Source: an optimization exercise on an open RTL-to-GDS flow (aim: small area). Production flows keep margins and buffers that such runs may drop. In this exercise RTL edits were held to simulation tests only and were not proved equivalent to the original. Power figures rest on the tool's default switching activity, not on a simulated workload.

// conn_manager_top
module conn_manager_top (
    input  logic                          clk,
    input  logic                          reset,
    input  logic                          initialize,
    output logic                          initialized,
    input  logic                          cmd_valid,
    output logic                          cmd_ready,
    input  logic                          cmd_open,
    input  logic [32-1:0]  cmd_conn_id,
    input  logic [32-1:0]       cmd_dest_ip,
    input  logic [16-1:0]     cmd_dest_port,
    output logic                          status_valid,
    input  logic                          status_ready,
    output logic [32-1:0]  status_conn_id,
    output conn_mgr_pkg::cm_err_e         status_err,
    input  logic                          rpc_in_valid,
    input  logic [32-1:0]  rpc_in_conn_id,
    input  logic [64-1:0]  rpc_in_payload,
    output logic                          rpc_out_valid,
    output logic [32-1:0]  rpc_out_conn_id,
    output logic [64-1:0]  rpc_out_payload,
    output logic [32-1:0]       rpc_out_dest_ip,
    output logic [16-1:0]     rpc_out_dest_port,
    output logic                          error
);
Size in the first run: about 1100 flip-flops, about 370 I/O pins.
clock: 5.0 ns
lec_check: 0
cap_margin: 20
core_margin: 2
core_utilization: 75
slew_margin: 20
standard.sh (not shown) runs the stock make flow with config.mk's settings and CLKGATE_MAP_FILE= SYNTH_SCRIPT=/design/flow/synth_recipe.tcl, a recipe that flattens the netlist after the stock synthesis.
==> flow/flow/run.sh <==
#!/bin/bash
set -euo pipefail
export BUFFER_PORTS_ARGS="-buffer_cell sky130_fd_sc_hd__buf_1"
export CTS_ARGS="-sink_clustering_enable -repair_clock_nets -dont_use_dummy_load -sink_clustering_size 19 -sink_clustering_max_diameter 60 -buf_list sky130_fd_sc_hd__clkbuf_8"
bash standard.sh finish > flow.log 2>&1
Edit:
==> flow/flow/run.sh (replaced) <==
#!/bin/bash
set -euo pipefail
export BUFFER_PORTS_ARGS="-buffer_cell sky130_fd_sc_hd__buf_1"
export CTS_ARGS="-sink_clustering_enable -repair_clock_nets -dont_use_dummy_load -sink_clustering_size 16 -sink_clustering_max_diameter 50 -buf_list sky130_fd_sc_hd__clkbuf_8"
bash standard.sh finish > flow.log 2>&1
- CORE_UTILIZATION: 75 -> 85
After rerunning:
- total power grows by 3.2%
- sequential share of layout area drops by 0.41 points
- die area drops by 12%
- first-iteration DRC count rises by 62%
- cell count fell by 1.3%
- cell area rose by 0.46%
- clock-buffer cell count goes up by 11
- core utilization came out higher by 12 points
- wire length increases by 23%
- combinational power came out higher by 36%
Edit:
==> flow/flow/run.sh (replaced) <==
#!/bin/bash
set -euo pipefail
export BUFFER_PORTS_ARGS="-buffer_cell sky130_fd_sc_hd__buf_1"
export CTS_ARGS="-sink_clustering_enable -repair_clock_nets -dont_use_dummy_load -sink_clustering_size 30 -sink_clustering_max_diameter 80"
bash standard.sh finish > flow.log 2>&1
- CORE_UTILIZATION: 85 -> 40
- CTS_CLUSTER_DIAMETER: default -> 80
- CTS_CLUSTER_SIZE: default -> 30
=>
- worst hold slack gets worse by 0.029 ns
- setup slack gets better by 0.024 ns
- die area increases by about 110%
- routed wire length decreases by 7.0%
- synthesized cell count does not change
- cell count increases by about 17%
- clock power increases by about 5%
- fmax increases by about 0.6%
- critical path depth is unchanged
Edit:
==> flow/flow/run.sh (replaced) <==
#!/bin/bash
set -euo pipefail
export BUFFER_PORTS_ARGS="-buffer_cell sky130_fd_sc_hd__buf_1"
export CTS_ARGS="-sink_clustering_enable -repair_clock_nets -dont_use_dummy_load -sink_clustering_size 30 -sink_clustering_max_diameter 60"
bash standard.sh finish > flow.log 2>&1
- CORE_UTILIZATION: 40 -> 55
Outcome:
- The changed run went through all stages and came out clean
- via count came out lower by 2.6%
- design area shrinks by 1.1%
- count of clock-buffer cells in the layout is higher by 7
- power rose by 1.6%
- final cell count went down by 8.8%
- synthesized area stays the same
Edit:
==> flow/flow/run.sh (replaced) <==
#!/bin/bash
set -euo pipefail
export BUFFER_PORTS_ARGS="-buffer_cell sky130_fd_sc_hd__buf_1"
export CTS_ARGS="-sink_clustering_enable -repair_clock_nets -dont_use_dummy_load -sink_clustering_size 16 -sink_clustering_max_diameter 50 -buf_list sky130_fd_sc_hd__clkbuf_8"
bash standard.sh finish > flow.log 2>&1
- CORE_UTILIZATION: 55 -> 75
- CTS_CLUSTER_DIAMETER: 80 -> default
- CTS_CLUSTER_SIZE: 30 -> default
The new run completed without violations.
Sequential power stays flat.
Cell area falls by 1.4%.
Area after synthesis is unchanged.
Power falls by 4.1%.
Routed wire length falls by 5.3%.
Via count rises by 3.7%.
Clock-buffer cell count rises by 26.
Clock power falls by 12%.
Register-to-register slack is worse by 0.06 ns.
Sequential cell count does not change.
Clock skew falls by 0.0040 ns.
Edit:
==> flow/flow/run.sh (replaced) <==
#!/bin/bash
set -euo pipefail
export BUFFER_PORTS_ARGS="-buffer_cell sky130_fd_sc_hd__buf_1"
export CTS_ARGS="-sink_clustering_enable -repair_clock_nets -dont_use_dummy_load -sink_clustering_size 30 -sink_clustering_max_diameter 60"
export RECOVER_POWER=100
bash standard.sh finish > flow.log 2>&1
- CORE_UTILIZATION: 75 -> 65
- CTS_CLUSTER_DIAMETER: default -> 80
- CTS_CLUSTER_SIZE: default -> 30
=> This time the run produced a layout that fails on capacitance limit, slew limit. Final cell count came out higher by 1.8%. Clock-buffer cell count came out lower by 29. First-iteration DRC count came out lower by 21%.

========
The RTL this note starts from:
==> flow/design.v <==
package conn_mgr_pkg;
    typedef enum logic {
        CONN_CLOSED = 1'b0,
        CONN_OPEN   = 1'b1
    } conn_status_e;
    typedef enum logic {
        OP_CLOSE = 1'b0,
        OP_OPEN  = 1'b1
    } cm_op_e;
    typedef enum logic [1:0] {
        ERR_OK           = 2'd0,
        ERR_ID_WRONG     = 2'd1,
        ERR_ALREADY_OPEN = 2'd2,
        ERR_IS_CLOSED    = 2'd3
    } cm_err_e;
endpackage
`timescale 1ns/1ps
module conn_manager_top (
    input  logic                          clk,
    input  logic                          reset,
    input  logic                          initialize,
    output logic                          initialized,
    input  logic                          cmd_valid,
    output logic                          cmd_ready,
    input  logic                          cmd_open,
    input  logic [32-1:0]  cmd_conn_id,
    input  logic [32-1:0]       cmd_dest_ip,
    input  logic [16-1:0]     cmd_dest_port,
    output logic                          status_valid,
    input  logic                          status_ready,
    output logic [32-1:0]  status_conn_id,
    output conn_mgr_pkg::cm_err_e         status_err,
    input  logic                          rpc_in_valid,
    input  logic [32-1:0]  rpc_in_conn_id,
    input  logic [64-1:0]  rpc_in_payload,
    output logic                          rpc_out_valid,
    output logic [32-1:0]  rpc_out_conn_id,
    output logic [64-1:0]  rpc_out_payload,
    output logic [32-1:0]       rpc_out_dest_ip,
    output logic [16-1:0]     rpc_out_dest_port,
    output logic                          error
);
    localparam int AW = 4;
    localparam int NE = 2**AW;
    localparam int DW = 32 + 16;
    localparam int NR = NE / 2;
    logic           sweeping;
    logic [AW-1:0]  sweep_addr;
    always_ff @(posedge clk) begin
        if (reset) begin
            sweeping    <= 1'b0;
            sweep_addr  <= '0;
            initialized <= 1'b0;
        end else if (sweeping) begin
            sweep_addr <= sweep_addr + 1'b1;
            if (&sweep_addr) begin
                sweeping    <= 1'b0;
                initialized <= 1'b1;
            end
        end else if (initialize) begin
            sweeping    <= 1'b1;
            initialized <= 1'b0;
        end
    end
    typedef enum logic [1:0] {ST_IDLE, ST_CHECK, ST_REPORT} exec_state_e;
    logic                          op_valid, op_valid_nx;
    logic                          d_open;
    logic                          d_in_range;
    logic                          d_st;
    logic [32-1:0]  d_id;
    logic [DW-1:0]                 d_dest;
    logic [AW-1:0]                 d_addr;
    logic                          cmd_accept;
    logic                          cmd_in_range;
    logic                          cmd_st;
    exec_state_e                   state, state_nx;
    logic [32-1:0]  e_id;
    logic [1:0]                    e_err;
    logic                          capture;
    logic [1:0]                    cap_err;
    logic                          st_we;
    logic                          res_valid;
    logic                          res_ready;
    logic [NE-1:0]                 st, st_nx;
    assign cmd_ready  = initialized && !op_valid;
    assign cmd_accept = cmd_valid && cmd_ready;
    always_comb begin
        if (reset) begin
            op_valid_nx = 1'b0;
        end else if (cmd_accept) begin
            op_valid_nx = 1'b1;
        end else if (state == ST_IDLE) begin
            op_valid_nx = 1'b0;
        end else begin
            op_valid_nx = op_valid;
        end
    end
    always_comb begin
        state_nx = state;
        if (reset) begin
            state_nx = ST_IDLE;
        end else begin
            case (state)
                ST_IDLE: begin
                    if (op_valid) begin
                        state_nx = d_in_range ? ST_CHECK : ST_REPORT;
                    end
                end
                ST_CHECK: state_nx = ST_REPORT;
                default: begin
                    if (res_ready) begin
                        state_nx = ST_IDLE;
                    end
                end
            endcase
        end
    end
    always_ff @(posedge clk) begin
        op_valid <= op_valid_nx;
        state    <= state_nx;
    end
    assign st_we = (state == ST_CHECK) && (e_err == 2'd0);
    always_comb begin
        for (int i = 0; i < NE; i++) begin
            if (sweeping) begin
                st_nx[i] = 1'b0;
            end else if (st_we && (e_id[AW-1:0] == AW'(i))) begin
                st_nx[i] = !st[i];
            end else begin
                st_nx[i] = st[i];
            end
        end
    end
    always_ff @(posedge clk) begin
        st <= st_nx;
    end
    assign cmd_in_range = ~|cmd_conn_id[32-1:AW];
    assign cmd_st       = st_nx[cmd_conn_id[AW-1:0]];
    always_ff @(posedge clk) begin
        if (cmd_accept) begin
            d_open     <= cmd_open;
            d_in_range <= cmd_in_range;
            d_st       <= cmd_st;
            d_id       <= cmd_conn_id;
            d_dest     <= {cmd_dest_ip, cmd_dest_port};
        end
    end
    assign d_addr  = d_id[AW-1:0];
    assign capture = op_valid && (state == ST_IDLE);
    assign cap_err = !d_in_range     ? 2'd1 :
                     (d_st == d_open) ? {1'b1, !d_open} : 2'd0;
    always_ff @(posedge clk) begin
        if (capture) begin
            e_id  <= d_id;
            e_err <= cap_err;
        end
    end
    assign res_valid = (state == ST_REPORT);
    assign res_ready = !status_valid;
    always_ff @(posedge clk) begin
        if (reset) begin
            status_valid <= 1'b0;
        end else if (res_valid && res_ready) begin
            status_valid <= 1'b1;
        end else if (status_ready) begin
            status_valid <= 1'b0;
        end
    end
    always_ff @(posedge clk) begin
        if (res_valid && res_ready) begin
            status_conn_id <= e_id;
            status_err     <= conn_mgr_pkg::cm_err_e'(e_err);
        end
    end
    logic               ph, ph_nx;
    logic               lo_nx;
    logic [AW-1:0]      addr_nx;
    logic               wr_slot_nx;
    logic [NR-1:0]      ring_we;
    logic [NR-1:0]      ring_hold;
    logic [DW-1:0]      slot0 [0:NR-1];
    logic [DW-1:0]      slot1 [0:NR-1];
    assign ph_nx = reset ? 1'b0 : !ph;
    always_ff @(posedge clk) begin
        ph <= ph_nx;
    end
    assign lo_nx   = cmd_accept ? (cmd_open && cmd_in_range && !cmd_st) :
                                  (d_open && d_in_range && !d_st);
    assign addr_nx = cmd_accept ? cmd_conn_id[AW-1:0] : d_addr;
    assign wr_slot_nx = ((op_valid_nx && (state_nx == ST_IDLE)) || (state_nx == ST_CHECK)) &&
                        lo_nx && (addr_nx[0] != ph_nx);
    always_ff @(posedge clk) begin
        for (int r = 0; r < NR; r++) begin
            ring_we[r]   <= wr_slot_nx && (addr_nx[AW-1:1] == (AW-1)'(r));
            ring_hold[r] <= !(wr_slot_nx && (addr_nx[AW-1:1] == (AW-1)'(r)));
        end
    end
    for (genvar r = 0; r < NR; r++) begin : g_ring
        always_ff @(posedge clk) begin
            slot1[r] <= slot0[r];
            slot0[r] <= ({DW{ring_we[r]}} & d_dest) | ({DW{ring_hold[r]}} & slot1[r]);
        end
    end
    logic                   in_range;
    logic                   in_open;
    logic                   s1_ok;
    logic                   s1_closed;
    logic [AW-1:0]          s1_addr;
    logic [AW-1:0]          s2_addr;
    logic [64-1:0] s1_payload;
    logic [DW-1:0]          rd_dest;
    assign in_range = ~|rpc_in_conn_id[32-1:AW];
    assign in_open  = st[rpc_in_conn_id[AW-1:0]];
    always_ff @(posedge clk) begin
        if (reset) begin
            s1_ok         <= 1'b0;
            s1_closed     <= 1'b0;
            rpc_out_valid <= 1'b0;
            error         <= 1'b0;
        end else begin
            s1_ok         <= rpc_in_valid && in_range && in_open;
            s1_closed     <= rpc_in_valid && in_range && !in_open;
            rpc_out_valid <= s1_ok;
            if ((rpc_in_valid && !in_range) || s1_closed) begin
                error <= 1'b1;
            end
        end
    end
    logic [NE-1:0]          rd_sel;
    always_ff @(posedge clk) begin
        s1_addr         <= rpc_in_conn_id[AW-1:0];
        s1_payload      <= rpc_in_payload;
        s2_addr         <= s1_addr;
        rpc_out_payload <= s1_payload;
        for (int p = 0; p < NE; p++) begin
            rd_sel[p] <= ({s1_addr[AW-1:1], s1_addr[0] ^ !ph} == AW'(p));
        end
    end
    always_comb begin
        rd_dest = '0;
        for (int r = 0; r < NR; r++) begin
            rd_dest = rd_dest | ({DW{rd_sel[2*r]}} & slot0[r]) | ({DW{rd_sel[2*r+1]}} & slot1[r]);
        end
    end
    assign rpc_out_conn_id   = {{(32-AW){1'b0}}, s2_addr};
    assign rpc_out_dest_ip   = rd_dest[DW-1:16];
    assign rpc_out_dest_port = rd_dest[16-1:0];
endmodule
Settings: LEC_CHECK=0, CAP_MARGIN=20, CORE_MARGIN=2, CORE_UTILIZATION=65, CTS_CLUSTER_DIAMETER=80, CTS_CLUSTER_SIZE=30, SLEW_MARGIN=20; clock period 5.0 ns.
==> flow/flow/run.sh <==
#!/bin/bash
set -euo pipefail
export BUFFER_PORTS_ARGS="-buffer_cell sky130_fd_sc_hd__buf_1"
export CTS_ARGS="-sink_clustering_enable -repair_clock_nets -dont_use_dummy_load -sink_clustering_size 30 -sink_clustering_max_diameter 60"
bash standard.sh finish > flow.log 2>&1
The baseline ran to the end with no violations.
Change:
==> flow/flow/run.sh (replaced) <==
#!/bin/bash
set -euo pipefail
export BUFFER_PORTS_ARGS="-buffer_cell sky130_fd_sc_hd__buf_1"
export CTS_ARGS="-sink_clustering_enable -repair_clock_nets -dont_use_dummy_load -sink_clustering_size 30 -sink_clustering_max_diameter 60 -buf_list \"sky130_fd_sc_hd__clkbuf_8 sky130_fd_sc_hd__clkbuf_16\""
bash standard.sh finish > flow.log 2>&1
=> Clock-buffer cell count stays the same. Cell count is unchanged. Hold slack does not change. Register-to-register slack hardly moves. Worst setup slack stays the same. Synthesized area does not change. Combinational power hardly moves.

========
RTL: the design.v shown in full above, as it stands there.
==> flow/config.mk <==
export PLATFORM = sky130hd
export DESIGN_NAME = conn_manager_top
export DESIGN_NICKNAME = conn_manager_top
export VERILOG_FILES = /design/flow/design.v
export SDC_FILE = /design/flow/constraint.sdc
export NUM_CORES = 4
export LEC_CHECK = 0
export CAP_MARGIN = 20
export CORE_MARGIN = 2
export CORE_UTILIZATION = 65
export CTS_CLUSTER_DIAMETER = 80
export CTS_CLUSTER_SIZE = 30
export SLEW_MARGIN = 20
==> flow/constraint.sdc <==
create_clock -name core_clock -period 5.0 [get_ports {clk}]
set_input_delay 1.0000 -clock core_clock [delete_from_list [all_inputs] [get_ports {clk}]]
set_output_delay 1.0000 -clock core_clock [all_outputs]
set_load 0.01 [all_outputs]
==> flow/flow/run.sh <==
#!/bin/bash
set -euo pipefail
export BUFFER_PORTS_ARGS="-buffer_cell sky130_fd_sc_hd__buf_1"
export CTS_ARGS="-sink_clustering_enable -repair_clock_nets -dont_use_dummy_load -sink_clustering_size 8 -sink_clustering_max_diameter 40 -buf_list sky130_fd_sc_hd__clkbuf_4"
bash standard.sh finish > flow.log 2>&1
Next try:
==> flow/flow/run.sh (replaced) <==
#!/bin/bash
set -euo pipefail
export BUFFER_PORTS_ARGS="-buffer_cell sky130_fd_sc_hd__buf_1"
export CTS_ARGS="-sink_clustering_enable -repair_clock_nets -dont_use_dummy_load -sink_clustering_size 20 -sink_clustering_max_diameter 60 -buf_list sky130_fd_sc_hd__clkbuf_8"
bash standard.sh finish > flow.log 2>&1
After rerunning: The new run went through all stages and came out clean. Wire length falls by 2.4%. Hold slack improves by 0.26 ns. Flip-flop and latch count is unchanged. Die area stays the same. Power falls by 3.7%. Critical path depth stays the same. Cell count falls by 4.2%. Final area falls by 2.0%. Sequential power hardly moves. Clock power falls by 12%. Maximum frequency rises by 8.4%.
Next try:
==> flow/flow/run.sh (replaced) <==
#!/bin/bash
set -euo pipefail
export BUFFER_PORTS_ARGS="-buffer_cell sky130_fd_sc_hd__buf_1"
export CTS_ARGS="-sink_clustering_enable -repair_clock_nets -dont_use_dummy_load -sink_clustering_size 16 -sink_clustering_max_diameter 50 -buf_list sky130_fd_sc_hd__clkbuf_8"
bash standard.sh finish > flow.log 2>&1
Settings changed: CORE_UTILIZATION 65 to 75, CTS_CLUSTER_DIAMETER 80 to default, CTS_CLUSTER_SIZE 30 to default, PLACE_DENSITY_LB_ADDON from default to 0.0.
The changed run finished clean. Fmax grows by 0.71%. Area after synthesis is unchanged. Synthesized cell count does not change. Non-clock buffer count shrinks by 4. Via count grows by about 2.3%. Register-to-register slack loses 0.05 ns. Design area hardly moves.
Next try:
==> flow/flow/run.sh (replaced) <==
#!/bin/bash
set -euo pipefail
export BUFFER_PORTS_ARGS="-buffer_cell sky130_fd_sc_hd__buf_1"
export CTS_ARGS="-sink_clustering_enable -repair_clock_nets -dont_use_dummy_load -sink_clustering_size 30 -sink_clustering_max_diameter 60"
bash standard.sh finish > flow.log 2>&1
Settings changed: CAP_MARGIN 20 to 0, CORE_UTILIZATION 75 to 65, PLACE_DENSITY_LB_ADDON 0.0 to default, SLEW_MARGIN 20 to 0.
After rerunning:
- The new run produced a clean layout
- power climbs by a few percent
- sequential power stays flat
- maximum frequency came out higher slightly
- worst setup slack gets better by 0.058 ns

## re-timing with driven ports
How much do the figures lean on ideal ports? The routed layouts below were timed once more, with nothing changed but the port constraints.
Step 1: set_driving_cell puts a clkbuf_16 on clk and a buf_2 on each other input, an assumption about the parent block.
Step 2 adds t to the input delays and takes it off the output delays; t is the mean of the earliest and latest rising clock arrival at the registers after step 1. Input paths then give back, and output paths get back, about the clock's delay inside the block.
a / b / c = ideal ports / drivers / drivers and shift; a / b = the first two.
| run | t (ns) | setup slack, ns | hold WS [ns] | slew at the worst register clock pin (ns) | cell pins on the clock port's net |
|---|---|---|---|---|---|
| the first run of note 1 | 0.728 | 1.182 / 1.130 / 1.614 | 0.314 / 0.314 / 0.314 | 0.11 / 0.11 | 1 |
| the second run of note 1 | 0.737 | 1.037 / 0.982 / 1.189 | 0.329 / 0.329 / 0.329 | 0.11 / 0.11 | 1 |
| the third run of note 1 | 0.680 | 1.061 / 0.999 / 1.680 | 0.299 / 0.299 / 0.299 | 0.12 / 0.12 | 1 |
| the fourth run of note 1 | 0.699 | 1.265 / 1.201 / 1.651 | 0.303 / 0.303 / 0.303 | 0.11 / 0.11 | 1 |
| the fifth run of note 1 | 0.728 | 1.182 / 1.129 / 1.589 | 0.313 / 0.313 / 0.313 | 0.10 / 0.10 | 1 |
| the sixth run of note 1 | 0.684 | 1.034 / 0.971 / 0.999 | 0.305 / 0.305 / 0.305 | 0.11 / 0.11 | 1 |
| the first run of note 2 | 0.684 | 1.264 / 1.202 / 1.671 | 0.308 / 0.308 / 0.308 | 0.11 / 0.11 | 1 |
| the second run of note 2 | 0.684 | 1.264 / 1.202 / 1.671 | 0.308 / 0.308 / 0.308 | 0.11 / 0.11 | 1 |
| the first run of note 3 | 1.084 | 0.860 / 0.802 / 1.707 | 0.062 / 0.026 / 0.281 | 0.10 / 0.10 | 1 |
| the second run of note 3 | 0.722 | 1.179 / 1.123 / 1.662 | 0.323 / 0.323 / 0.323 | 0.12 / 0.12 | 1 |
| the third run of note 3 | 0.724 | 1.206 / 1.154 / 1.607 | 0.309 / 0.309 / 0.309 | 0.10 / 0.10 | 1 |
| the fourth run of note 3 | 0.684 | 1.264 / 1.202 / 1.671 | 0.308 / 0.308 / 0.308 | 0.11 / 0.11 | 1 |
The setup slack of the sixth run of note 1, which loses most, moves by -0.063 ns with the drivers and by -0.035 ns with both steps.
